From an optimization exercise on the open Yosys and OpenROAD flow, aimed at small area; shortcuts taken in it are not production practice. Only simulation tests tie the RTL to the original design; equivalence was not proved. Power is estimated from default activity; no workload was simulated.

==> flow/design.v (outline; a module is shown in full before it is edited, if it fits) <==
// module corr_mac: 440 lines
// module correlator_top: 339 lines
module correlator_top
(
  input  logic                 clk_in,
  input  logic                 i_rst,
  input  logic                 i_pdm_valid,
  input  logic [3-1:0] i_pdm_bits,
  output logic                 o_acc_valid,
  output logic [(((3 * (3 - 1) / 2) > 1) ? $clog2((3 * (3 - 1) / 2)) : 1)-1:0]              o_acc_bl,
  output logic [((8 > 1) ? $clog2(8) : 1)-1:0]             o_acc_lag,
  output logic signed [48-1:0]                 o_acc_data,
  output logic                 o_acc_last
);
  // ...
==> flow/flow/run.sh <==
#!/bin/bash
# Standard layout with these changes to how it is made:
#  - synthesis maps logic with an area-oriented ABC script (flow/abc_area.script,
#    used through ABC_AREA=1) from a copy of the ORFS scripts folder;
#  - after synthesis, flow/postsynth.py maps the combinational logic again
#    (registers, adders and their names untouched) and keeps the smaller netlist;
#  - the clock tree uses small leaf clusters of clkbuf_4 and no dummy loads;
#  - ports are buffered with buf_1.
# Each tool's output goes to a log file in this folder.
set -euo pipefail
# Timing-driven placement steers by its trial repairs but keeps none of them
export GPL_KEEP_OVERFLOW=0
HERE=$(pwd)
rm -rf "$HERE/scripts_mod" "$HERE/post"
cp -r "$FLOW_HOME/scripts" "$HERE/scripts_mod"
cp "$HERE/flow/abc_area.script" "$HERE/scripts_mod/abc_area.script"
CTS="-sink_clustering_enable -repair_clock_nets -dont_use_dummy_load -sink_clustering_size 8 -sink_clustering_max_diameter 80 -buf_list sky130_fd_sc_hd__clkbuf_4"
ARGS=("SCRIPTS_DIR=$HERE/scripts_mod" "CTS_ARGS=$CTS" "BUFFER_PORTS_ARGS=-buffer_cell sky130_fd_sc_hd__buf_1")
bash standard.sh "${ARGS[@]}" synth > make_synth.log 2>&1
RES="$HERE/orfs/results/$FLOW_PLATFORM/correlator_top/base"
LIB="$FLOW_HOME/platforms/$FLOW_PLATFORM/lib/sky130_fd_sc_hd__tt_025C_1v80.lib"
if [[ -x "$FLOW_HOME/../tools/install/yosys/bin/yosys" ]]; then
  export YOSYS_BIN="$FLOW_HOME/../tools/install/yosys/bin/yosys"
fi
cp "$RES/1_2_yosys.v" "$HERE/1_2_yosys.std.v"
python3 "$HERE/flow/postsynth.py" "$LIB" "$FLOW_TOP" "$HERE/1_2_yosys.std.v" "$HERE/1_2_yosys.post.v" \
  "$HERE/post" 10 "$HERE/flow/reabc1.script,$HERE/flow/reabc2.script,$HERE/flow/reabc3.script" \
  > postsynth.log 2>&1
cp "$HERE/1_2_yosys.post.v" "$RES/1_2_yosys.v"
rm -f "$RES/1_synth.odb" "$RES/1_synth.sdc"
bash standard.sh "${ARGS[@]}" finish > make_finish.log 2>&1
==> flow/flow/abc_area.script <==
strash
dch
map -a
strash
dch
map -a
topo
==> flow/flow/fa_polarity.py <==
#!/usr/bin/env python3
"""Rewrite a mapped sky130hd netlist so fewer inverters sit between full adders.

A full adder is self-dual: inverting its three inputs inverts both outputs. For
every sky130_fd_sc_hd__fa_* cell this chooses whether to use it in inverted
form, so that as few nets as possible need an inverter, and then rebuilds the
inverters: at most one per net, shared by all loads that need the complement.
The logic function of every port and register input is unchanged; no register
or port is touched.

usage: fa_polarity.py LIBERTY IN.v OUT.v
"""
import re, sys, random

lib, src, dst = sys.argv[1:4]

# Output pins of every cell, from the liberty file
outs = {}
cell = None
for line in open(lib):
    m = re.match(r'\s*cell\s*\(\s*"?([\w]+)"?\s*\)', line)
    if m:
        cell = m.group(1); outs[cell] = set(); continue
    m = re.match(r'\s*pin\s*\(\s*"?(\w+)"?\s*\)', line)
    if m:
        pin = m.group(1); continue
    if re.match(r'\s*direction\s*:\s*"?output', line) and cell:
        outs[cell].add(pin)

text = open(src).read()
mstart = text.index('module ')
header_end = text.index(';', mstart) + 1
body = text[header_end:text.rindex('endmodule')]

inst_re = re.compile(r'\s*(sky130_fd_sc_hd__\w+)\s+(\S+)\s*\((.*?)\);', re.S)
pin_re = re.compile(r'\.(\w+)\(\s*(.*?)\s*\)(?=\s*,|\s*$)', re.S)

decls = []
cells = []   # [type, name, {pin: net}]
pos = 0
for stmt in re.finditer(r'[^;]*;', body, re.S):
    s = stmt.group(0)
    m = inst_re.match(s)
    if m:
        typ, name, pins = m.group(1), m.group(2), m.group(3)
        conn = {}
        for p, n in pin_re.findall(pins):
            conn[p] = n.strip()
        cells.append([typ, name, conn])
    else:
        decls.append(s)

ports = set()
for d in decls:
    m = re.match(r'\s*(input|output|inout)\s*(\[[^\]]*\])?\s*(.*);', d, re.S)
    if m:
        nm = m.group(3).strip()
        if m.group(2):
            hi, lo = [int(x) for x in m.group(2)[1:-1].split(':')]
            for i in range(min(hi, lo), max(hi, lo) + 1):
                ports.add(f'{nm}[{i}]')
        ports.add(nm)

def is_inv(t):
    return re.match(r'sky130_fd_sc_hd__(clk)?inv_\d+$', t) is not None
def is_fa(t):
    return re.match(r'sky130_fd_sc_hd__fa_\d+$', t) is not None

driver = {}
for ci, (t, n, conn) in enumerate(cells):
    for p, net in conn.items():
        if p in outs[t]:
            driver[net] = (ci, p)

def key(net):
    return net.replace(' ', '')

# Inverters we may remove: input and output are plain internal nets
removable = set()
for ci, (t, n, conn) in enumerate(cells):
    if is_inv(t) and key(conn['Y']) not in ports and key(conn['A']) not in ports \
            and not conn['A'].startswith("1'") :
        removable.add(ci)

def base_of(net):
    """(base net, parity) looking through removable inverters."""
    par = 0
    seen = 0
    while net in driver and driver[net][0] in removable and seen < 8:
        net = cells[driver[net][0]][2]['A']
        par ^= 1
        seen += 1
    return net, par

fa_ids = [ci for ci, c in enumerate(cells) if is_fa(c[0])]
fa_index = {ci: k for k, ci in enumerate(fa_ids)}
FA_IN = ('A', 'B', 'CIN')

# Loads: every input pin of a kept cell, as (cell, pin, base, parity)
loads = {}   # base -> list of (ci, pin, r)
for ci, (t, n, conn) in enumerate(cells):
    if ci in removable:
        continue
    for p, net in conn.items():
        if p in outs[t]:
            continue
        b, r = base_of(net)
        loads.setdefault(b, []).append((ci, p, r))
# Output ports read nets too
port_loads = {}
for net in list(driver.keys()):
    if key(net) in ports:
        pass
for net in ports:
    pass

def drv_fa(b):
    d = driver.get(b)
    if d and d[0] in fa_index:
        return fa_index[d[0]]
    return None

flip = [0] * len(fa_ids)

def need_inv(b):
    df = drv_fa(b)
    fd = flip[df] if df is not None else 0
    for ci, p, r in loads.get(b, []):
        g = fa_index.get(ci)
        fg = flip[g] if g is not None else 0
        if r ^ fg ^ fd:
            return 1
    return 0

def need_true(b):
    """A flipped FA output still has to give the true value to any port it drives."""
    return 0

# Nets touched by each FA
touch = []
for ci in fa_ids:
    conn = cells[ci][2]
    s = set()
    for p in FA_IN:
        s.add(base_of(conn[p])[0])
    for p in ('SUM', 'COUT'):
        if p in conn:
            s.add(conn[p])
    touch.append(s)

# A flipped FA must not drive a port or be read through a net we cannot invert
fixed = set()
for k, ci in enumerate(fa_ids):
    conn = cells[ci][2]
    for p in ('SUM', 'COUT'):
        if p in conn and key(conn[p]) in ports:
            fixed.add(k)

def cost_of(nets):
    return sum(need_inv(b) for b in nets)

before = sum(need_inv(b) for b in loads)
improved = True
it = 0
while improved and it < 50:
    improved = False
    it += 1
    for k in range(len(fa_ids)):
        if k in fixed:
            continue
        c0 = cost_of(touch[k])
        flip[k] ^= 1
        c1 = cost_of(touch[k])
        if c1 < c0:
            improved = True
        else:
            flip[k] ^= 1
after = sum(need_inv(b) for b in loads)
n_old_inv = sum(1 for ci in removable)
sys.stderr.write(f"fa cells {len(fa_ids)}, flipped {sum(flip)}, removable inverters {n_old_inv}, "
                 f"nets needing an inverter: {before} -> {after}\n")

# Rebuild: every load of base b that needs the complement reads b's inverter
inv_net = {}
# A prefix no existing name starts with
k = 0
while f"_fapol{k}_" in text:
    k += 1
PFX = f"_fapol{k}_"
new_decls = []
new_cells = []
cnt = 0
def inv_for(b):
    global cnt
    if b not in inv_net:
        cnt += 1
        nn = f"{PFX}{cnt}_"
        inv_net[b] = nn
        new_decls.append(f"\n  wire {nn};")
        new_cells.append(["sky130_fd_sc_hd__inv_1", f"{PFX}inv_{cnt}_", {"A": b, "Y": nn}])
    return inv_net[b]

for b, lst in loads.items():
    df = drv_fa(b)
    fd = flip[df] if df is not None else 0
    for ci, p, r in lst:
        g = fa_index.get(ci)
        fg = flip[g] if g is not None else 0
        if r ^ fg ^ fd:
            cells[ci][2][p] = inv_for(b)
        else:
            cells[ci][2][p] = b

out = [text[:header_end]]
out.extend(decls)
out.extend(new_decls)
def emit(t, n, conn):
    ps = ",\n".join(f"    .{p}({net + ' ' if net.startswith(chr(92)) else net})" for p, net in conn.items())
    return f"\n  {t} {n} (\n{ps}\n  );"
for ci, (t, n, conn) in enumerate(cells):
    if ci in removable:
        continue
    out.append(emit(t, n, conn))
for t, n, conn in new_cells:
    out.append(emit(t, n, conn))
out.append("\nendmodule\n")
open(dst, 'w').write("".join(out))
==> flow/flow/gen_cells.py <==
#!/usr/bin/env python3
"""Write Verilog models of the single-output combinational cells of a liberty
file (from their function attributes), so Yosys can re-map them.
Cells with flip-flops, latches, several outputs or no function are left out.
usage: gen_cells.py LIBERTY OUT.v"""
import re, sys
lib, dst = sys.argv[1:3]
txt = open(lib).read()
out = []
for m in re.finditer(r'\n\s*cell\s*\(\s*"?(\w+)"?\s*\)\s*\{', txt):
    name = m.group(1)
    # body: up to the next cell
    start = m.end()
    nxt = re.search(r'\n\s*cell\s*\(', txt[start:])
    body = txt[start:start + nxt.start()] if nxt else txt[start:]
    if re.search(r'\b(ff|latch|statetable|clock_gating_integrated_cell)\s*\(', body) or 'clock_gate' in body:
        continue
    pins = re.findall(r'\n\s*pin\s*\(\s*"?(\w+)"?\s*\)\s*\{(.*?)\n\s*\}', body, re.S)
    ins, outs = [], []
    for pn, pb in pins:
        d = re.search(r'direction\s*:\s*"?(\w+)', pb)
        if not d:
            continue
        if d.group(1) == 'input':
            ins.append(pn)
        elif d.group(1) == 'output':
            f = re.search(r'function\s*:\s*"([^"]*)"', pb)
            outs.append((pn, f.group(1) if f else None))
    if len(outs) != 1 or outs[0][1] is None or not ins:
        continue
    on, fn = outs[0]
    if re.search(r'VPWR|VGND|KAPWR|VPB|VNB', fn):
        continue
    expr = fn.replace('!', '~').replace('*', '&').replace('+', '|')
    ports = ", ".join([f"input {p}" for p in ins] + [f"output {on}"])
    out.append(f"module {name}({ports});\n  assign {on} = {expr};\nendmodule\n")
open(dst, 'w').write("\n".join(out))
print(len(out), "cells")
==> flow/flow/postsynth.py <==
#!/usr/bin/env python3
"""Re-map the combinational logic of a synthesized sky130hd netlist.

1. fa_polarity.py flips full adders so fewer inverters sit between them.
2. Yosys reads the netlist with models of the single-output combinational
   cells (flip-flops, adders, buffers and tie cells stay black boxes, so every
   register keeps its instance name and cell type), flattens those cells to
   gates and maps them again with ABC. Steps 1-2 repeat; the smallest result
   is kept, or the input if none is smaller.

usage: postsynth.py LIBERTY TOP IN.v OUT.v WORKDIR ROUNDS ABC_SCRIPT[,ABC_SCRIPT...]
(round r uses the scripts in turn)
"""
import os, re, shutil, subprocess, sys

lib, top, src, dst, work, rounds, abc = sys.argv[1:8]
rounds = int(rounds)
abcs = abc.split(",")
here = os.path.dirname(os.path.abspath(__file__))
os.makedirs(work, exist_ok=True)
yosys = os.environ.get("YOSYS_BIN", "yosys")

DONTUSE = ("probe_p_8 probec_p_8 lpflow_bleeder_1 lpflow_clkbufkapwr_1 lpflow_clkbufkapwr_16 "
           "lpflow_clkbufkapwr_2 lpflow_clkbufkapwr_4 lpflow_clkbufkapwr_8 lpflow_clkinvkapwr_1 "
           "lpflow_clkinvkapwr_16 lpflow_clkinvkapwr_2 lpflow_clkinvkapwr_4 lpflow_clkinvkapwr_8 "
           "lpflow_decapkapwr_12 lpflow_decapkapwr_3 lpflow_decapkapwr_4 lpflow_decapkapwr_6 "
           "lpflow_decapkapwr_8 lpflow_inputiso0n_1 lpflow_inputiso0p_1 lpflow_inputiso1n_1 "
           "lpflow_inputiso1p_1 lpflow_inputisolatch_1 lpflow_isobufsrc_1 lpflow_isobufsrc_16 "
           "lpflow_isobufsrc_2 lpflow_isobufsrc_4 lpflow_isobufsrc_8 lpflow_isobufsrckapwr_16 "
           "lpflow_lsbuf_lh_hl_isowell_tap_1 lpflow_lsbuf_lh_hl_isowell_tap_2 "
           "lpflow_lsbuf_lh_hl_isowell_tap_4 lpflow_lsbuf_lh_isowell_4 lpflow_lsbuf_lh_isowell_tap_1 "
           "lpflow_lsbuf_lh_isowell_tap_2 lpflow_lsbuf_lh_isowell_tap_4").split()
dontuse = " ".join(f"-dont_use sky130_fd_sc_hd__{c}" for c in DONTUSE)

def area_of(netlist, tag):
    """Area of a netlist by Yosys stat."""
    ys = os.path.join(work, f"{tag}_stat.ys")
    st = os.path.join(work, f"{tag}_stat.txt")
    open(ys, "w").write(f"read_liberty -lib {lib}\nread_verilog {netlist}\nhierarchy -top {top}\n"
                        f"tee -o {st} stat -liberty {lib}\n")
    subprocess.run([yosys, "-q", "-l", os.path.join(work, f"{tag}_stat.log"), ys], check=True)
    return float(re.search(r"Chip area for module .*?: ([\d.]+)", open(st).read()).group(1))

cells_all = os.path.join(work, "cells_all.v")
subprocess.run([sys.executable, os.path.join(here, "gen_cells.py"), lib, cells_all], check=True)
mods = open(cells_all).read().split("endmodule\n")
keep = [m for m in mods if m.strip() and not re.search(
    r"module sky130_fd_sc_hd__(buf|clkbuf|dlygate|clkdlybuf|dlymetal|bufbuf|lpflow)", m)]
cells = os.path.join(work, "cells_comb.v")
open(cells, "w").write("endmodule\n".join(keep) + "endmodule\n")
tpl = open(os.path.join(here, "reabc.ys.tpl")).read()

best = src
best_area = area_of(src, "r0")
print(f"input area {best_area:.1f}", flush=True)
cur = src
for r in range(1, rounds + 1):
    pol = os.path.join(work, f"r{r}_pol.v")
    subprocess.run([sys.executable, os.path.join(here, "fa_polarity.py"), lib, cur, pol], check=True)
    out = os.path.join(work, f"r{r}_out.v")
    ys = os.path.join(work, f"r{r}.ys")
    open(ys, "w").write(tpl.replace("@LIB@", lib).replace("@CELLS@", cells).replace("@IN@", pol)
                        .replace("@TOP@", top).replace("@SCRIPT@", abcs[(r - 1) % len(abcs)]).replace("@DONTUSE@", dontuse)
                        .replace("@STAT@", os.path.join(work, f"r{r}_abcstat.txt")).replace("@OUT@", out))
    subprocess.run([yosys, "-q", "-l", os.path.join(work, f"r{r}.log"), ys], check=True)
    a = area_of(out, f"r{r}")
    print(f"round {r}: area {a:.1f}", flush=True)
    if a < best_area:
        best, best_area = out, a
    cur = out
shutil.copyfile(best, dst)
print(f"kept {best} ({best_area:.1f})")
==> flow/flow/reabc.ys.tpl <==
read_liberty -lib @LIB@
read_verilog -overwrite @CELLS@
read_verilog @IN@
hierarchy -top @TOP@
flatten
techmap
opt -fast
opt_clean -purge
abc -script @SCRIPT@ -liberty @LIB@ @DONTUSE@
opt_clean -purge
hilomap -singleton -hicell sky130_fd_sc_hd__conb_1 HI -locell sky130_fd_sc_hd__conb_1 LO
splitnets
opt_clean -purge
insbuf -buf sky130_fd_sc_hd__buf_4 A X
opt_clean -purge
rename -hide w:*.*
tee -o @STAT@ stat -liberty @LIB@
write_verilog -noattr -nohex -nodec @OUT@
==> flow/flow/reabc1.script <==
strash
dch
map -a
strash
dch
map -a
topo
==> flow/flow/reabc2.script <==
strash
&get -n
&st
&dch
&nf -a
&put
strash
&get -n
&st
&dch
&nf -a
&put
topo
==> flow/flow/reabc3.script <==
strash
dch
amap
strash
dch
map -a
topo
==> flow/standard.sh <==
#!/bin/bash
# synth_recipe.tcl (not shown) runs the flow's synth.tcl, then flattens the netlist and writes it again
# the make line also repeats each setting of config.mk as NAME=value (left out here)
make -C /OpenROAD-flow-scripts/flow DESIGN_CONFIG=/design/flow/config.mk WORK_HOME=/design/flow/orfs CLKGATE_MAP_FILE= SYNTH_SCRIPT=/design/flow/synth_recipe.tcl "${@:-finish}"
==> flow/config.mk <==
export PLATFORM = sky130hd
export DESIGN_NAME = correlator_top
export DESIGN_NICKNAME = correlator_top
export VERILOG_FILES = /design/flow/design.v
export SDC_FILE = /design/flow/constraint.sdc
export NUM_CORES = 4
export LEC_CHECK = 0
export ABC_AREA = 1
export CAP_MARGIN = 10
export CORE_MARGIN = 2
export CORE_UTILIZATION = 55
export SLEW_MARGIN = 10
==> flow/constraint.sdc <==
create_clock -name core_clock -period 20.0 [get_ports {clk_in}]
set_input_delay 4.0000 -clock core_clock [delete_from_list [all_inputs] [get_ports {clk_in}]]
set_output_delay 4.0000 -clock core_clock [all_outputs]
set_load 0.01 [all_outputs]
==> summary.txt, run 1 <==
Layout
  • Area taken by multi-input logic gates: 0.01586 sq mm
  • Multi-input combinational area share: 41.10%
  • Post-route design area: 0.03858 sq mm
  • Reg area: 0.01817 sq mm
  • ANT cells: 3
  • Register bank with the most flops: r2

Timing
  • Slew HR: around an eighth
  • Final hold slack: 0.2772 ns

Power
  • Switching Fraction: 42.48%

Setup path
  • R2r setup slk: ~0.58 ns
  • Slowest CP cell: fa_1
  • Worst setup path end: acc[35]$_DFF_P_
  • Delay-heaviest family, CP: adder cells
  • Worst reg2reg startpoint: bl[1]$_SDFFE_PP0P_
  • Most used cell, CP: fa_1

Routing
  • Highest routed layer: met4
  • Met2 wire length: 45620 um
  • Met3 wire length: 5907 um

Yosys
  • Synth Warn #: 11

Global route
  • First-pass GRT wire length: ~150000 um
  • Pin count of the biggest net entering global routing: 43
  • Met1 capacity usage during global routing: 39.16%
  • Congestion Overflow GR: 0

Placement
  • Place WS: -2.484 ns

Flow run
  • Number of max-cap violations: 0

Status
  • Status: finished clean
==> run 2: changes to the inputs <==
--- a/flow/flow/run.sh
+++ b/flow/flow/run.sh
@@ -8,8 +8,6 @@
 #  - ports are buffered with buf_1.
 # Each tool's output goes to a log file in this folder.
 set -euo pipefail
-# Timing-driven placement steers by its trial repairs but keeps none of them
-export GPL_KEEP_OVERFLOW=0
 HERE=$(pwd)
 rm -rf "$HERE/scripts_mod" "$HERE/post"
 cp -r "$FLOW_HOME/scripts" "$HERE/scripts_mod"
@@ -24,7 +22,7 @@
 fi
 cp "$RES/1_2_yosys.v" "$HERE/1_2_yosys.std.v"
 python3 "$HERE/flow/postsynth.py" "$LIB" "$FLOW_TOP" "$HERE/1_2_yosys.std.v" "$HERE/1_2_yosys.post.v" \
-  "$HERE/post" 10 "$HERE/flow/reabc1.script,$HERE/flow/reabc2.script,$HERE/flow/reabc3.script" \
+  "$HERE/post" 16 "$HERE/flow/reabc1.script,$HERE/flow/reabc2.script,$HERE/flow/reabc3.script" \
   > postsynth.log 2>&1
 cp "$HERE/1_2_yosys.post.v" "$RES/1_2_yosys.v"
 rm -f "$RES/1_synth.odb" "$RES/1_synth.sdc"
==> summary.txt, run 2 <==
Setup path
  • WP buf/inv: 6 (was 10)
  • Most used cell, CP: fa_1 (unchanged)
  • Largest stage delay on the critical path: 0.58 ns (was 0.56 ns)
  • R2r setup slk: 0.75 ns (was 0.58 ns)
  • WS Path Type: flop to flop (unchanged)
  • Worst setup EP type: flop (unchanged)
  • Required @ worst endpoint: 20.79 ns (was 20.78 ns)
  • Critical path launch point: bl[0]$_SDFFE_PP0P_ (was bl[1]$_SDFFE_PP0P_)
  • Slowest CP cell: fa_1 (unchanged)
  • Crit path DAT: 20.05 ns (was 20.21 ns)
  • Worst setup path end: acc[35]$_DFF_P_ (unchanged)
  • Worst reg2reg startpoint: bl[0]$_SDFFE_PP0P_ (was bl[1]$_SDFFE_PP0P_)
  • Worst R2R Path Depth: 62 (was 72)
  • Setup crit start kind: flop (unchanged)
  • Delay-heaviest family, CP: adder cells (unchanged)
  • WP depth: 62 (was 72)
  • Crit Reg-Reg Endpoint: acc[35]$_DFF_P_ (unchanged)
  • Crit-path max FO: 6 (was 13)

Yosys
  • Post-Syn Nets: 3208 (was 3582)
  • Syn Inst Count: 2842 (was 3216)
  • Synth Warn #: 11 (unchanged)
  • Post-Synthesis Cell Area: 0.03501 sq mm (was 0.03506 sq mm)
  • Syn Area/Cell: 12.32 sq um (was 10.90 sq um)

Power
  • Pleak: 14.73 nW (was 14.90 nW)
  • Total Power: 0.005380 W (was 0.007660 W)
  • Worst vdd ir: 0.1364 mV (was 0.3431 mV)
  • Cell Pwr Density: 140.5 mW/mm^2 (was 198.5 mW/mm^2)

Layout
  • Commonest non-fill, non-tap cell in the layout: dfxtp_1 (unchanged)
  • Commonest non-fill, non-tap cells in the layout: dfxtp_1, fa_1, a22oi_1 (was dfxtp_1, nand2_1, clkinv_1)
  • Register bank with the most flops: r2 (unchanged)
  • Share of layout cells above drive strength 1: 10.63% (was 11.47%)
  • Top flop regs: r2 (216), r1 (180), r0 (72) (unchanged)
  • Layout area overhead: 9.372% (was 10.06%)
  • Largest register FFs: 216 (unchanged)
  • Nets: 3500 (was 3812)

CTS
  • Clk latency of the worst-skew pair: 0.92 ns (was 0.95 ns)
  • Clock Path Buffers: 3 (unchanged)
  • Worst-path clk slew: 0.10 ns (was 0.11 ns)
  • H-tree depth: 3 (unchanged)
  • CTS buffer count: 120 (was 119)
  • CTS tree: built (unchanged)
  • Clock Sinks: 879 (unchanged)
  • # hold bufs at CTS: 0 (unchanged)
  • CTS root buf: clkbuf_4 (unchanged)

Floorplan
  • Core area: 0.06297 sq mm (was 0.06308 sq mm)
  • Die Y-Extent: 256.3 um (was 256.5 um)
  • Row count: 92 (unchanged)
  • Die area: 0.06568 sq mm (was 0.06577 sq mm)
  • Initial Utilization: 55.60% (was 55.57%)
  • Die X: 256.3 um (was 256.5 um)
  • I/O Pins: 61 (unchanged)

Global route
  • Congestion Overflow GR: 0 (unchanged)
  • First-pass GRT wire length: 148100 um (was 150400 um)
  • Pin count of the biggest net entering global routing: 37 (was 43)
  • GR Util All Layers: 29.33% (was 29.52%)
  • Vias in the first global route: 24.86k (was 25.71k)
  • Initial antenna violation count: 3 (was 2)

Timing
  • Final Hold Viols: 0 (unchanged)
  • Number of slew-limit violations in the final report: 0 (unchanged)
  • Setup TNS Final: 0 ns (unchanged)
  • Worst slew pin tran: 0.9979 ns (was 1.303 ns)
  • Clock Skew: 0.1059 ns (was 0.09493 ns)
  • Slew HR: 32.77% (was 12.89%)
  • Period minus WS final: 19.25 ns (was 19.42 ns)
  • Worst Slack Setup Final: 0.7469 ns (was 0.5775 ns)
  • Crit share post-route: 96.27% (was 97.11%)
  • # setup viols final: 0 (unchanged)
  • Max Freq: 0.05194 GHz (was 0.05149 GHz)

Routing
  • Drt total wl: 94740 um (was 95840 um)
  • Routed Antenna Nets: 0 (unchanged)
  • Via count: 23.59k (was 24.62k)
  • DRT Pass-1 Iters: 6 (was 5)
  • DRC: 0 (unchanged)
  • DRT iter0 DRCs: 2156 (was 1920)
  • Routed vias/inst: 5.927 (was 5.735)
  • Wire per inst: 23.81 um (was 22.32 um)

Flow run
  • Number of max-cap violations: 0 (unchanged)

Placement
  • Routability Congestion: 0.9253 (was 0.9212)
  • # port buffers: 60 (unchanged)
  • Detailed Place HPWL: 67480 um (was 67020 um)
  • Place WS: -0.3649 ns (was -2.484 ns)

Worst hold path
  • Min-Delay Path Class: flop to flop (unchanged)
  • Worst Hold Launch: r2[4][15]$_DFF_P_ (was r2[9][4]$_DFF_P_)
  • Depth of the worst hold-timing path: 0 (unchanged)

Status
  • Status: finished clean (unchanged)
[run 2: layout make-up]
| class | count | area (sq um) |
|---|---|---|
| Multi-Input combinational cell | 1747 | 16100 |
| Timing Repair Buffer | 218 | 1420 |
| Fill cell | 5238 | 24680 |
| Antenna cell | 1 | 2.502 |
| Tap cell | 846 | 1059 |
| Clock buffer | 120 | 900.9 |
| Sequential cell | 879 | 18170 |
| Inverter | 168 | 633.1 |
[run 2: what timing repair did]
action,CTS,global route
setup buffers,3,0
endpoints found under the setup margin,2,3
gates resized for setup,12,24
pin swaps,4,10
[run 2: worst min-delay path by stage]
stage / endpoint / slack, ns
floorplan: a0[0][0]$_DFF_P_ / 0.31
global placement: a3[1][6]$_DFF_P_ / 0.31
detailed placement: a0[1][15]$_DFF_P_ / 0.31
CTS: r2[3][15]$_DFF_P_ / 0.24
global route: r2[3][15]$_DFF_P_ / 0.24
finish: r2[3][15]$_DFF_P_ / 0.27
[run 2: report_power, final]
group	internal, W	switching (W)	total [W]
registers	0.00204	0.0000853	0.00212
clock network	0.000273	0.000548	0.000821
logic	0.00101	0.00142	0.00244
total	0.00332	0.00206	0.00538
[run 2: through the flow]
step                hold slack (ns)  cell area [sq um]  cells  util (%)
floorplan                    0.3096              35030   2842         -
global placement             0.3096              37210   3855     59.10
detailed placement           0.3121              37210   3855     59.10
CTS                          0.2361              38190   3978     60.65
global route                 0.2409              38290   3979     60.81
finish                       0.2703              38290   3979     60.81
[run 2: metal layers]
metal / global-route usage (%) / vias to the layer above / part of all wire [%]
met5: 0 / - / 0
met4: 11.01 / 0 / 3.5
met3: 4.251 / 221 / 6.3
met2: 49.49 / 931 / 49
met1: 38.40 / 11670 / 41
li1: - / 10770 / -
==> run 3: changes to the inputs <==
--- a/flow/flow/run.sh
+++ b/flow/flow/run.sh
@@ -22,7 +22,7 @@
 fi
 cp "$RES/1_2_yosys.v" "$HERE/1_2_yosys.std.v"
 python3 "$HERE/flow/postsynth.py" "$LIB" "$FLOW_TOP" "$HERE/1_2_yosys.std.v" "$HERE/1_2_yosys.post.v" \
-  "$HERE/post" 16 "$HERE/flow/reabc1.script,$HERE/flow/reabc2.script,$HERE/flow/reabc3.script" \
+  "$HERE/post" 12 "$HERE/flow/reabc1.script,$HERE/flow/reabc2.script,$HERE/flow/reabc3.script,$HERE/flow/reabc4.script" \
   > postsynth.log 2>&1
 cp "$HERE/1_2_yosys.post.v" "$RES/1_2_yosys.v"
 rm -f "$RES/1_synth.odb" "$RES/1_synth.sdc"
==> flow/flow/reabc2.script (replaced) <==
strash
dch -f
amap
topo
==> flow/flow/reabc3.script (replaced) <==
strash
&get -n
&st
&dch
&nf -a
&put
strash
&get -n
&st
&dch
&nf -a
&put
topo
==> flow/flow/reabc4.script (new file) <==
strash
&get -n
&deepsyn -T 30
&put
dch
map -a
topo
==> summary.txt, run 3 <==
Global route
  • Pin count of the biggest net entering global routing: 37 (unchanged)
  • First-pass GRT wire length: 149800 um (was 148100 um)
  • Initial antenna violation count: 2 (was 3)
  • GR Util All Layers: 30.52% (was 29.33%)
  • Vias in the first global route: 25.17k (was 24.86k)
  • Congestion Overflow GR: 0 (unchanged)

Timing
  • Number of slew-limit violations in the final report: 0 (unchanged)
  • Final hold slack: 0.2809 ns (was 0.2703 ns)
  • Worst slew pin tran: 1.068 ns (was 0.9979 ns)
  • Slew HR: 28.81% (was 32.77%)
  • Crit share post-route: 96.32% (was 96.27%)
  • Period minus WS final: 19.26 ns (was 19.25 ns)
  • Setup TNS Final: 0 ns (unchanged)
  • # setup viols final: 0 (unchanged)
  • Final Hold Viols: 0 (unchanged)
  • Max Freq: 0.05191 GHz (was 0.05194 GHz)
  • Clock Skew: 0.1379 ns (was 0.1059 ns)

Status
  • Status: finished clean (unchanged)

Routing
  • Routed Antenna Nets: 0 (unchanged)
  • Drt total wl: 97220 um (was 94740 um)
  • DRT iter0 DRCs: 2443 (was 2156)
  • DRC: 0 (unchanged)
  • Via count: 25.11k (was 23.59k)
  • Routed vias/inst: 5.970 (was 5.927)
  • DRT Pass-1 Iters: 8 (was 6)
  • Wire per inst: 23.11 um (was 23.81 um)

CTS
  • CTS root buf: clkbuf_4 (unchanged)
  • Clock Sinks: 879 (unchanged)
  • Clock Path Buffers: 3 (unchanged)
  • CTS buffer count: 120 (unchanged)
  • Clk latency of the worst-skew pair: 0.95 ns (was 0.92 ns)
  • H-tree depth: 3 (unchanged)
  • CTS tree: built (unchanged)
  • Worst-path clk slew: 0.11 ns (was 0.10 ns)
  • # hold bufs at CTS: 0 (unchanged)

Yosys
  • Post-Syn Nets: 3406 (was 3208)
  • Syn Area/Cell: 11.34 sq um (was 12.32 sq um)
  • Synth Warn #: 11 (unchanged)
  • Post-Synthesis Cell Area: 0.03447 sq mm (was 0.03501 sq mm)
  • Syn Inst Count: 3040 (was 2842)

Setup path
  • Most used cell, CP: fa_1 (unchanged)
  • Slowest CP cell: fa_1 (unchanged)
  • Crit path DAT: 20.07 ns (was 20.05 ns)
  • Required @ worst endpoint: 20.81 ns (was 20.79 ns)
  • Largest stage delay on the critical path: 0.57 ns (was 0.58 ns)
  • Setup crit start kind: flop (unchanged)
  • Crit-path max FO: 4 (was 6)
  • Worst setup EP type: flop (unchanged)
  • WS Path Type: flop to flop (unchanged)

Floorplan
  • Die area: 0.06469 sq mm (was 0.06568 sq mm)
  • Row count: 91 (was 92)
  • Die X: 254.3 um (was 256.3 um)
  • I/O Pins: 61 (unchanged)
  • Core area: 0.06183 sq mm (was 0.06297 sq mm)
  • Die Y-Extent: 254.3 um (was 256.3 um)
  • Initial Utilization: 55.75% (was 55.60%)

Layout
  • Share of layout cells above drive strength 1: 11.22% (was 10.63%)
  • Nets: 3736 (was 3500)
  • Largest register FFs: 216 (unchanged)
  • Commonest non-fill, non-tap cell in the layout: dfxtp_1 (unchanged)
  • Layout area overhead: 10.43% (was 9.372%)
  • Commonest non-fill, non-tap cells in the layout: dfxtp_1, clkinv_1, nand2_1 (was dfxtp_1, fa_1, a22oi_1)
  • Post-layout util: 61.56% (was 60.81%)
  • Register bank with the most flops: r2 (unchanged)
  • Top flop regs: r2 (216), r1 (180), r0 (72) (unchanged)

Placement
  • # port buffers: 60 (unchanged)
  • Detailed Place HPWL: 69980 um (was 67480 um)
  • Routability Congestion: 0.9738 (was 0.9253)

Power
  • Pleak: 14.49 nW (was 14.73 nW)
  • Cell Pwr Density: 192.3 mW/mm^2 (was 140.5 mW/mm^2)
  • Worst vdd ir: 0.3436 mV (was 0.1364 mV)

Flow run
  • Number of max-cap violations: 0 (unchanged)

Worst hold path
  • Min-Delay Path Class: flop to flop (unchanged)
-- run 3: cell types whose count changed in the layout (fill, tap and decap cells not counted), sizes merged, moves of 56 or more --
cell,change
o22ai,+149
o21ai,+130
a22oi,-127
clkinv,+121
xnor2,-121
nor2,+117
nand2,+69
xor2,-68
mux2,-56
-- run 3: final timing paths --
path,startpoint,end,slack [ns],depth (start not counted)
worst max register to register,bl[0]$_SDFFE_PP0P_,acc[35]$_DFF_P_,0.74,71
worst min-delay path,r2[5][8]$_DFF_P_,r2[4][8]$_DFF_P_,0.28,0
worst min register to register,r2[5][8]$_DFF_P_,r2[4][8]$_DFF_P_,0.28,0
worst max-delay path,bl[0]$_SDFFE_PP0P_,acc[35]$_DFF_P_,0.74,71
-- run 3: layer usage --
layer / global-route usage (%) / vias to the layer above / share of wire (%)
met3: 4.919 / 219 / 6.8
met1: 42.40 / 12260 / 44
met2: 48.75 / 1047 / 46
li1: - / 11580 / -
met5: 0 / - / 0
met4: 10.54 / 0 / 3.7
-- run 3: through the flow --
stage	instances	total power (W)	setup WS, ns	instance area, sq um
6_report	4206	0.007318	0.7365	38060
5_1_grt	4206	0.008105	-0.004530	38060
4_1_cts	4204	0.007333	0.008527	37940
3_5_place_dp	4082	0.006445	-0.2604	36980
3_3_place_gp	4082	0.006355	-0.06545	36980
2_1_floorplan	3040	0.005220	0.0004672	34530
-- run 3: power by group --
part | total, W | switching (W) | internal (W)
Combinational | 0.00425 | 0.00241 | 0.00184
Clock | 0.000828 | 0.000555 | 0.000273
Sequential | 0.00224 | 0.0000976 | 0.00214
-- run 3: timing repair --
action | 4_1_cts | 5_1_grt
endpoints found under the setup margin | 2 | 3
gates resized for setup | 16 | 39
setup buffers | 2 | 1
pin swaps | 3 | 7
-- run 3: worst max-delay path: cells and delay by family (launching register included) --
kind                       cells  cell delay [ns]
AOI/OAI and AO/OA             10             1.61
buffers and inverters         13             1.62
adders and majority gates     40            14.61
and+or+nand+nor                8             0.95
DFF                            1             0.35
-- run 3: area by class of cell --
class / instances / area [sq um]
Tap cell: 837 / 1047
Inverter: 292 / 1099
Multi-Input combinational cell: 1821 / 15110
Antenna cell: 1 / 2.502
Clock buffer: 120 / 900.9
Sequential cell: 879 / 18170
Timing Repair Buffer: 256 / 1734
Fill cell: 5126 / 23760
==> run 4: changes to the inputs <==
==> flow/flow/run.sh (replaced) <==
#!/bin/bash
# Standard layout with these changes to how it is made:
#  - synthesis maps logic with an area-oriented ABC script (flow/abc_area.script,
#    used through ABC_AREA=1) from a copy of the ORFS scripts folder;
#  - after synthesis, flow/postsynth.py maps the combinational logic again
#    (registers, adders and their names untouched) and keeps the smaller netlist;
#  - the clock tree uses fuller leaf clusters of clkbuf_8 and no dummy loads;
#  - ports are buffered with buf_1.
# Each tool's output goes to a log file in this folder.
set -euo pipefail
HERE=$(pwd)
rm -rf "$HERE/scripts_mod" "$HERE/post"
cp -r "$FLOW_HOME/scripts" "$HERE/scripts_mod"
cp "$HERE/flow/abc_area.script" "$HERE/scripts_mod/abc_area.script"
CTS="-sink_clustering_enable -repair_clock_nets -dont_use_dummy_load -sink_clustering_size 14 -sink_clustering_max_diameter 120 -buf_list sky130_fd_sc_hd__clkbuf_8"
ARGS=("SCRIPTS_DIR=$HERE/scripts_mod" "CTS_ARGS=$CTS" "BUFFER_PORTS_ARGS=-buffer_cell sky130_fd_sc_hd__buf_1")
bash standard.sh "${ARGS[@]}" synth > make_synth.log 2>&1
RES="$HERE/orfs/results/$FLOW_PLATFORM/correlator_top/base"
LIB="$FLOW_HOME/platforms/$FLOW_PLATFORM/lib/sky130_fd_sc_hd__tt_025C_1v80.lib"
if [[ -x "$FLOW_HOME/../tools/install/yosys/bin/yosys" ]]; then
  export YOSYS_BIN="$FLOW_HOME/../tools/install/yosys/bin/yosys"
fi
cp "$RES/1_2_yosys.v" "$HERE/1_2_yosys.std.v"
python3 "$HERE/flow/postsynth.py" "$LIB" "$FLOW_TOP" "$HERE/1_2_yosys.std.v" "$HERE/1_2_yosys.post.v" \
  "$HERE/post" 10 "$HERE/flow/reabc1.script,$HERE/flow/reabc2.script,$HERE/flow/reabc3.script" \
  > postsynth.log 2>&1
cp "$HERE/1_2_yosys.post.v" "$RES/1_2_yosys.v"
rm -f "$RES/1_synth.odb" "$RES/1_synth.sdc"
bash standard.sh "${ARGS[@]}" finish > make_finish.log 2>&1
==> flow/flow/reabc2.script (replaced) <==
strash
&get -n
&st
&dch
&nf -a
&put
strash
&get -n
&st
&dch
&nf -a
&put
topo
==> flow/flow/reabc3.script (replaced) <==
strash
dch
amap
strash
dch
map -a
topo
removed: flow/flow/reabc4.script
==> summary.txt, run 4 <==
Routing
  • DRT iter0 DRCs: 2004 (was 2443)
  • DRC: 0 (unchanged)
  • Wire per inst: 22.06 um (was 23.11 um)
  • Drt total wl: 94080 um (was 97220 um)
  • DRT Pass-1 Iters: 6 (was 8)
  • Via count: 24.21k (was 25.11k)
  • Routed vias/inst: 5.677 (was 5.970)
  • Routed Antenna Nets: 0 (unchanged)

Power
  • Pleak: 14.78 nW (was 14.49 nW)
  • Cell Pwr Density: 200.9 mW/mm^2 (was 192.3 mW/mm^2)
  • Worst vdd ir: 0.3274 mV (was 0.3436 mV)

Global route
  • Initial antenna violation count: 1 (was 2)
  • Congestion Overflow GR: 0 (unchanged)
  • GR Util All Layers: 28.83% (was 30.52%)
  • Pin count of the biggest net entering global routing: 51 (was 37)
  • Vias in the first global route: 25.12k (was 25.17k)
  • First-pass GRT wire length: 146800 um (was 149800 um)

Placement
  • Place WS: -0.2726 ns (was -0.2604 ns)
  • Detailed Place HPWL: 66550 um (was 69980 um)
  • Routability Congestion: 0.9266 (was 0.9738)
  • # port buffers: 60 (unchanged)

CTS
  • Clock Sinks: 879 (unchanged)
  • H-tree depth: 3 (unchanged)
  • CTS tree: built (unchanged)
  • Clock Path Buffers: 3 (unchanged)
  • Clk latency of the worst-skew pair: 0.69 ns (was 0.95 ns)
  • CTS root buf: clkbuf_8 (was clkbuf_4)
  • Worst-path clk slew: 0.09 ns (was 0.11 ns)
  • CTS buffer count: 72 (was 120)

Layout
  • Commonest non-fill, non-tap cell in the layout: dfxtp_1 (unchanged)
  • Commonest non-fill, non-tap cells in the layout: dfxtp_1, nand2_1, clkinv_1 (was dfxtp_1, clkinv_1, nand2_1)
  • Reg area: 0.01817 sq mm (about the same)
  • Register bank with the most flops: r2 (unchanged)
  • Post-layout util: 60.35% (was 61.56%)
  • Top flop regs: r2 (216), r1 (180), r0 (72) (unchanged)
  • Layout area overhead: 8.587% (was 10.43%)
  • Area taken by multi-input logic gates: 0.01539 sq mm (was 0.01511 sq mm)
  • Share of layout cells above drive strength 1: 8.250% (was 11.22%)
  • Filler cells: 5380 (was 5126)
  • Nets: 3786 (was 3736)
  • Largest register FFs: 216 (unchanged)

Yosys
  • Syn Inst Count: 3216 (was 3040)
  • Syn Area/Cell: 10.90 sq um (was 11.34 sq um)
  • Synth Warn #: 11 (unchanged)
  • Post-Syn Nets: 3582 (was 3406)
  • Post-Synthesis Cell Area: 0.03506 sq mm (was 0.03447 sq mm)

Worst hold path
  • Min-Delay Path Class: flop to flop (unchanged)
  • Worst Hold Launch: a3[1][16]$_DFF_P_ (was r2[5][8]$_DFF_P_)

Timing
  • Period minus WS final: 19.38 ns (was 19.26 ns)
  • Setup TNS Final: 0 ns (unchanged)
  • Max Freq: 0.05161 GHz (was 0.05191 GHz)
  • Clock Skew: 0.05219 ns (was 0.1379 ns)
  • Final Hold Viols: 0 (unchanged)
  • # setup viols final: 0 (unchanged)
  • Slew HR: 32.08% (was 28.81%)
  • Number of slew-limit violations in the final report: 0 (unchanged)
  • Crit share post-route: 96.88% (was 96.32%)
  • Worst slew pin tran: 1.013 ns (was 1.068 ns)
  • Worst Slack Setup Final: 0.6247 ns (was 0.7365 ns)
  • Final hold slack: 0.2810 ns (was 0.2809 ns)

Setup path
  • Setup crit start kind: flop (unchanged)
  • Crit path DAT: 19.95 ns (was 20.07 ns)
  • WS Path Type: flop to flop (unchanged)
  • Worst reg2reg startpoint: bl[0]$_SDFFE_PP0P_ (unchanged)
  • Crit-path max FO: 5 (was 4)
  • Largest stage delay on the critical path: 0.53 ns (was 0.57 ns)
  • Worst setup EP type: flop (unchanged)
  • Slowest CP cell: fa_1 (unchanged)
  • Most used cell, CP: fa_1 (unchanged)
  • Critical path launch point: bl[0]$_SDFFE_PP0P_ (unchanged)
  • Required @ worst endpoint: 20.58 ns (was 20.81 ns)
  • R2r setup slk: 0.62 ns (was 0.74 ns)

Floorplan
  • I/O Pins: 61 (unchanged)
  • Die Y-Extent: 256.5 um (was 254.3 um)
  • Core area: 0.06308 sq mm (was 0.06183 sq mm)
  • Die X: 256.5 um (was 254.3 um)
  • Initial Utilization: 55.57% (was 55.75%)
  • Row count: 92 (was 91)
  • Die area: 0.06577 sq mm (was 0.06469 sq mm)

Flow run
  • Number of max-cap violations: 0 (unchanged)

Status
  • Status: finished clean (unchanged)
run 4: worst paths after layout:
path,to,cells past startpoint
setup / recovery,acc[35]$_DFF_P_,70
hold / removal,a3[0][16]$_DFF_P_,0
hold reg to reg,a3[0][16]$_DFF_P_,0
setup reg to reg,acc[35]$_DFF_P_,70
run 4: what timing repair did:
item,CTS,global route
setup endpoints to repair,2,3
pin swaps,2,7
hold buffers,0,0
setup buffers,0,2
resized for setup,17,30
run 4: worst max-delay path, delay by kind of cell (launching register included):
family          cells  cell delay (ns)
fa+ha+maj          42            15.30
simple gates       12             1.57
xor+xnor            5             0.78
compound gates      5             0.66
buf+inv             6             0.61
flops               1             0.35
run 4: where the power goes:
part	switching, W	internal [W]
clock network	0.000541	0.000323
logic	0.00257	0.00198
registers	0.0000928	0.00214
run 4: routing by layer:
layer,wire length [um],GRT usage [%]
met5,0,0
met4,3310,10.09
met3,5599,4.458
met2,44280,47.61
met1,40890,38.81
run 4: stage by stage:
step | std cells | total power (W) | cell area, sq um
global route | 4265 | 0.008547 | 38070
global placement | 4190 | 0.006723 | 36920
floorplan | 3216 | 0.005489 | 35060
CTS | 4262 | 0.007748 | 37960
finish | 4265 | 0.007646 | 38070
detailed placement | 4190 | 0.006829 | 36920
run 4: final cells by class:
type	instances	share of cell area [%]
Inverter	354	3.497
Sequential cell	879	47.74
Clock buffer	72	2.603
Multi-Input combinational cell	1935	40.43
Tap cell	846	2.781
Timing Repair Buffer	178	2.952
Antenna cell	1	0.006574

-- static timing again, ports no longer ideal --
Ports are ideal in the flow. The routed layouts listed here were re-timed in OpenROAD. Step 1 assumes that a clkbuf_16 drives the clock port and a buf_2 every other input. Step 2 also shifts input and output timing later by t, the mid clock arrival at the registers, as if the neighbouring blocks saw the same clock. Three values: ideal ports, drivers, drivers and shift; two values: the first two.
run | shift t [ns] | slack for setup (ns) | hold WS [ns] | worst setup path at the end | cell pins on the clock port's net
run 1 | 0.960 | 0.577 / 0.577 / 0.577 | 0.277 / 0.277 / 0.277 | register to register | 1
run 2 | 0.927 | 0.747 / 0.747 / 0.747 | 0.270 / 0.270 / 0.270 | register to register | 1
run 3 | 0.944 | 0.737 / 0.737 / 0.737 | 0.281 / 0.281 / 0.281 | register to register | 1
run 4 | 0.714 | 0.625 / 0.625 / 0.625 | 0.281 / 0.281 / 0.281 | register to register | 1
After both steps setup and hold are still met in every run listed.
